This design comes from an exercise in tuning for small area on the open sky130 flow, not from production work. Function was checked by simulation only, so behaviour that the tests miss may differ from the original. Power and IR drop assume default switching activity.

==> inputs of trial 92 <==
==> flow/design.v <==
module trace_frame_rx (
    input  logic         clk,
    input  logic         rst,
    input  logic         rx_dv,
    input  logic [7:0]   rx_byte,
    output logic [127:0] pt,
    output logic [127:0] key,
    output logic [127:0] ct,
    output logic         smp_we,
    output logic [9:0]   smp_addr,
    output logic [7:0]   smp_data,
    output logic         mark_found,
    output logic [9:0]   mark_idx,
    output logic         frame_valid,
    output logic         frame_err,
    output logic         busy,
    output logic [15:0]  frame_count
);
    localparam logic [10:0] POS_FIRST = 11'd976;    
    localparam logic [10:0] POS_LAST  = 11'd2046;   
    localparam logic [16:0] TMO_LAST  = 17'h1FF01;
    logic [10:0]  pos_q;
    logic         busy_q;
    logic [16:0]  tmo_q;          
    logic [383:0] stg_n_q;        
    logic [383:0] txt_n_q;        
    logic         found_q;
    logic [9:0]   idx_q;
    logic         mfound_n_q;
    logic [9:0]   midx_n_q;
    logic         pub_n_q;        
    logic         smp_we_q;
    logic [7:0]   smp_data_q;
    logic         frame_valid_q;
    logic         frame_err_q;
    logic [15:0]  frame_count_q;
    logic [10:0]  pos_inc;
    logic         in_smp, smp_take, hdr_take, last, tmo_hit, is_mark;
    logic         found_d;
    logic [9:0]   idx_d;
    always_comb begin
        pos_inc  = pos_q + 11'd1;
        in_smp   = pos_q[10] | (&pos_q[9:0]);
        smp_take = rx_dv & busy_q & in_smp;
        hdr_take = rx_dv & ~(busy_q & in_smp);
        last     = smp_take & (pos_q == POS_LAST);
        tmo_hit  = busy_q & ~rx_dv & (tmo_q == TMO_LAST);
        is_mark  = (rx_byte == 8'hFF);
        found_d  = in_smp & (found_q | (rx_dv & is_mark));
        idx_d    = found_q ? idx_q : pos_inc[9:0];
    end
    always_ff @(posedge clk or posedge rst) begin
        if (rst) begin
            busy_q        <= 1'b0;
            smp_we_q      <= 1'b0;
            frame_valid_q <= 1'b0;
            frame_err_q   <= 1'b0;
            frame_count_q <= '0;
            pub_n_q       <= 1'b1;
        end else begin
            busy_q        <= busy_q ? ~(last | tmo_hit) : rx_dv;
            smp_we_q      <= smp_take;
            frame_valid_q <= last;
            frame_err_q   <= tmo_hit;
            if (last) begin
                frame_count_q <= frame_count_q + 16'd1;
                pub_n_q       <= 1'b0;
            end
        end
    end
    always_ff @(posedge clk) begin
        pos_q      <= busy_q ? (rx_dv ? pos_inc : pos_q) : POS_FIRST;
        tmo_q      <= rx_dv ? 17'd0 : {tmo_q[15:0], ~(tmo_q[16] ^ tmo_q[13])};
        smp_data_q <= rx_byte;
        found_q    <= found_d;
        idx_q      <= idx_d;
        if (hdr_take) stg_n_q <= {stg_n_q[375:0], ~rx_byte};
        if (last) begin
            txt_n_q    <= stg_n_q;
            mfound_n_q <= ~found_d;
            midx_n_q   <= ~(idx_d & {10{found_d}});
        end
    end
    assign pt          = ~(txt_n_q[383:256] | {128{pub_n_q}});
    assign key         = ~(txt_n_q[255:128] | {128{pub_n_q}});
    assign ct          = ~(txt_n_q[127:0]   | {128{pub_n_q}});
    assign mark_found  = ~(mfound_n_q | pub_n_q);
    assign mark_idx    = ~(midx_n_q | {10{pub_n_q}});
    assign smp_we      = smp_we_q;
    assign smp_addr    = pos_q[9:0];
    assign smp_data    = smp_data_q;
    assign frame_valid = frame_valid_q;
    assign frame_err   = frame_err_q;
    assign busy        = busy_q;
    assign frame_count = frame_count_q;
endmodule
==> flow/flow/run.sh <==
#!/bin/bash
# Standard ORFS layout (standard.sh), with the port buffers and the clock tree
# built from smaller cells. The make output goes to flow_make.log; each ORFS
# step writes its own log under orfs/logs/.
set -euo pipefail
export BUFFER_PORTS_ARGS="-buffer_cell sky130_fd_sc_hd__buf_1"
export CTS_ARGS="-sink_clustering_enable -repair_clock_nets -dont_use_dummy_load -sink_clustering_size 16 -sink_clustering_max_diameter 60 -buf_list sky130_fd_sc_hd__clkbuf_8"
bash standard.sh > flow_make.log 2>&1
==> flow/standard.sh <==
#!/bin/bash
# synth_recipe.tcl (not shown) runs the flow's synth.tcl, then flattens the netlist and writes it again
# the make line also repeats each setting of config.mk as NAME=value (left out here)
make -C /OpenROAD-flow-scripts/flow DESIGN_CONFIG=/design/flow/config.mk WORK_HOME=/design/flow/orfs CLKGATE_MAP_FILE= SYNTH_SCRIPT=/design/flow/synth_recipe.tcl "${@:-finish}"
==> flow/config.mk <==
export PLATFORM = sky130hd
export DESIGN_NAME = trace_frame_rx
export DESIGN_NICKNAME = trace_frame_rx
export VERILOG_FILES = /design/flow/design.v
export SDC_FILE = /design/flow/constraint.sdc
export NUM_CORES = 4
export LEC_CHECK = 0
export CAP_MARGIN = 20
export CORE_MARGIN = 2
export CORE_UTILIZATION = 60
export SLEW_MARGIN = 20
==> flow/constraint.sdc <==
create_clock -name core_clock -period 5.0 [get_ports {clk}]
set_input_delay 1.0000 -clock core_clock [delete_from_list [all_inputs] [get_ports {clk}]]
set_output_delay 1.0000 -clock core_clock [all_outputs]
set_load 0.01 [all_outputs]
==> build 71: changes against trial 92 <==
--- a/flow/design.v
+++ b/flow/design.v
@@ -20,6 +20,5 @@
     localparam logic [10:0] POS_LAST  = 11'd2046;   
-    localparam logic [16:0] TMO_LAST  = 17'h1FF01;
     logic [10:0]  pos_q;
     logic         busy_q;
-    logic [16:0]  tmo_q;          
+    logic [15:0]  tmo_q;
     logic [383:0] stg_n_q;        
@@ -46,3 +45,3 @@
         last     = smp_take & (pos_q == POS_LAST);
-        tmo_hit  = busy_q & ~rx_dv & (tmo_q == TMO_LAST);
+        tmo_hit  = busy_q & ~rx_dv & (&tmo_q);
         is_mark  = (rx_byte == 8'hFF);
@@ -72,3 +71,3 @@
         pos_q      <= busy_q ? (rx_dv ? pos_inc : pos_q) : POS_FIRST;
-        tmo_q      <= rx_dv ? 17'd0 : {tmo_q[15:0], ~(tmo_q[16] ^ tmo_q[13])};
+        tmo_q      <= rx_dv ? 16'd0 : tmo_q + 16'd1;
         smp_data_q <= rx_byte;
==> flow/run.sh (new file) <==
#!/bin/bash
# synth_recipe.tcl (not shown) runs the flow's synth.tcl, then flattens the netlist and writes it again
# the make line also repeats each setting of config.mk as NAME=value (left out here)
make -C /OpenROAD-flow-scripts/flow DESIGN_CONFIG=/design/flow/config.mk WORK_HOME=/design/flow/orfs CLKGATE_MAP_FILE= SYNTH_SCRIPT=/design/flow/synth_recipe.tcl finish
Settings changed: CORE_UTILIZATION 60 to 40.
removed: flow/flow/run.sh
removed: flow/standard.sh
==> build 68: changes against trial 92 <==
==> flow/run.sh (new file) <==
#!/bin/bash
# synth_recipe.tcl (not shown) runs the flow's synth.tcl, then flattens the netlist and writes it again
# the make line also repeats each setting of config.mk as NAME=value (left out here)
make -C /OpenROAD-flow-scripts/flow DESIGN_CONFIG=/design/flow/config.mk WORK_HOME=/design/flow/orfs CLKGATE_MAP_FILE= SYNTH_SCRIPT=/design/flow/synth_recipe.tcl finish
Settings changed: CORE_UTILIZATION 60 to 40, CTS_BUF_LIST from default to sky130_fd_sc_hd__clkbuf_4, CTS_CLUSTER_SIZE from default to 30.
removed: flow/flow/run.sh
removed: flow/standard.sh
==> trial 11: changes against trial 92 <==
==> flow/flow/run.sh (replaced) <==
#!/bin/bash
# Standard ORFS layout (standard.sh), with the port buffers and the clock tree
# built from smaller cells. The make output goes to flow_make.log; each ORFS
# step writes its own log under orfs/logs/.
set -euo pipefail
export BUFFER_PORTS_ARGS="-buffer_cell sky130_fd_sc_hd__buf_1"
export CTS_ARGS="-sink_clustering_enable -repair_clock_nets -dont_use_dummy_load -sink_clustering_size 20 -sink_clustering_max_diameter 100 -buf_list sky130_fd_sc_hd__clkbuf_8"
bash standard.sh > flow_make.log 2>&1
==> results.txt <==
| metric | trial 11 | trial 92 | build 71 | build 68 |
|---|---|---|---|---|
| Clock Skew | 55.8 ps | 22.7 ps | 18.4 ps | 75.8 ps |
| Core Area | 45600 µm² | 45600 µm² | 69700 µm² | 68700 µm² |
| Reported net switching power | 2.84 mW | 2.90 mW | 2.83 mW | 3.58 mW |
| Total internal power | 9.99 mW | 10.2 mW | 11.7 mW | 12.0 mW |
| Final standard cell count with taps included and fillers excluded | 2542 | 2553 | 3027 | 3185 |
| Worst reg2reg setup slack | 2230 ps | 2170 ps | 2010 ps | 2270 ps |
| Timing endpoint of the critical path | ct[42] | ct[53] | ct[78] | key[90] |
| Max-slew headroom | 0.311 | 0.309 | 0.420 | 0.434 |
| Multi-input logic portion of the cell area | 0.0852 | 0.0847 | 0.0767 | 0.0730 |
| Cell at the root of the clock tree | clkbuf_8 | clkbuf_8 | clkbuf_16 | clkbuf_4 |
| Ratio of cells with drive above 1 in the final layout | 0.0417 | 0.0471 | 0.0819 | 0.156 |
| Area used by multi-input combinational logic | 2630 µm² | 2630 µm² | 2800 µm² | 2630 µm² |
| Distinct cell type count after synthesis | 38 | 38 | 39 | 38 |
| Layout clock buffers | 48 | 59 | 102 | 295 |
| Sequential fraction of design power | 0.732 | 0.718 | 0.554 | 0.606 |
| Final worst path period need | 3690 ps | 3640 ps | 3830 ps | 4210 ps |
| Status | finished clean | finished clean | finished clean | finished clean |

==> afterwards: timing with drivers on the ports <==
No port has a modelled driver above. Below, the same layouts with a new extraction and two added sets of constraints.
Step 1 assumes that a clkbuf_16 drives the clock port and a buf_2 every other input.
Step 2, shift: input delay + t, output delay - t, t = (earliest + latest rising clock arrival at the registers) / 2. This alone moves slack from input paths to output paths.
Slacks: no drivers / after step 1 / after step 2; pairs: no drivers / after step 1.
run	t, ns	setup slack, ns	worst register clock-pin slew, ns
trial 92	0.710	1.362 / 1.307 / 1.658	0.10 / 0.10
build 71	0.677	1.174 / 1.116 / 1.296	0.06 / 0.06
build 68	0.990	0.791 / 0.735 / 1.265	0.07 / 0.07
trial 11	0.683	1.311 / 1.258 / 1.661	0.12 / 0.12
After both steps setup and hold are still met in every run listed.
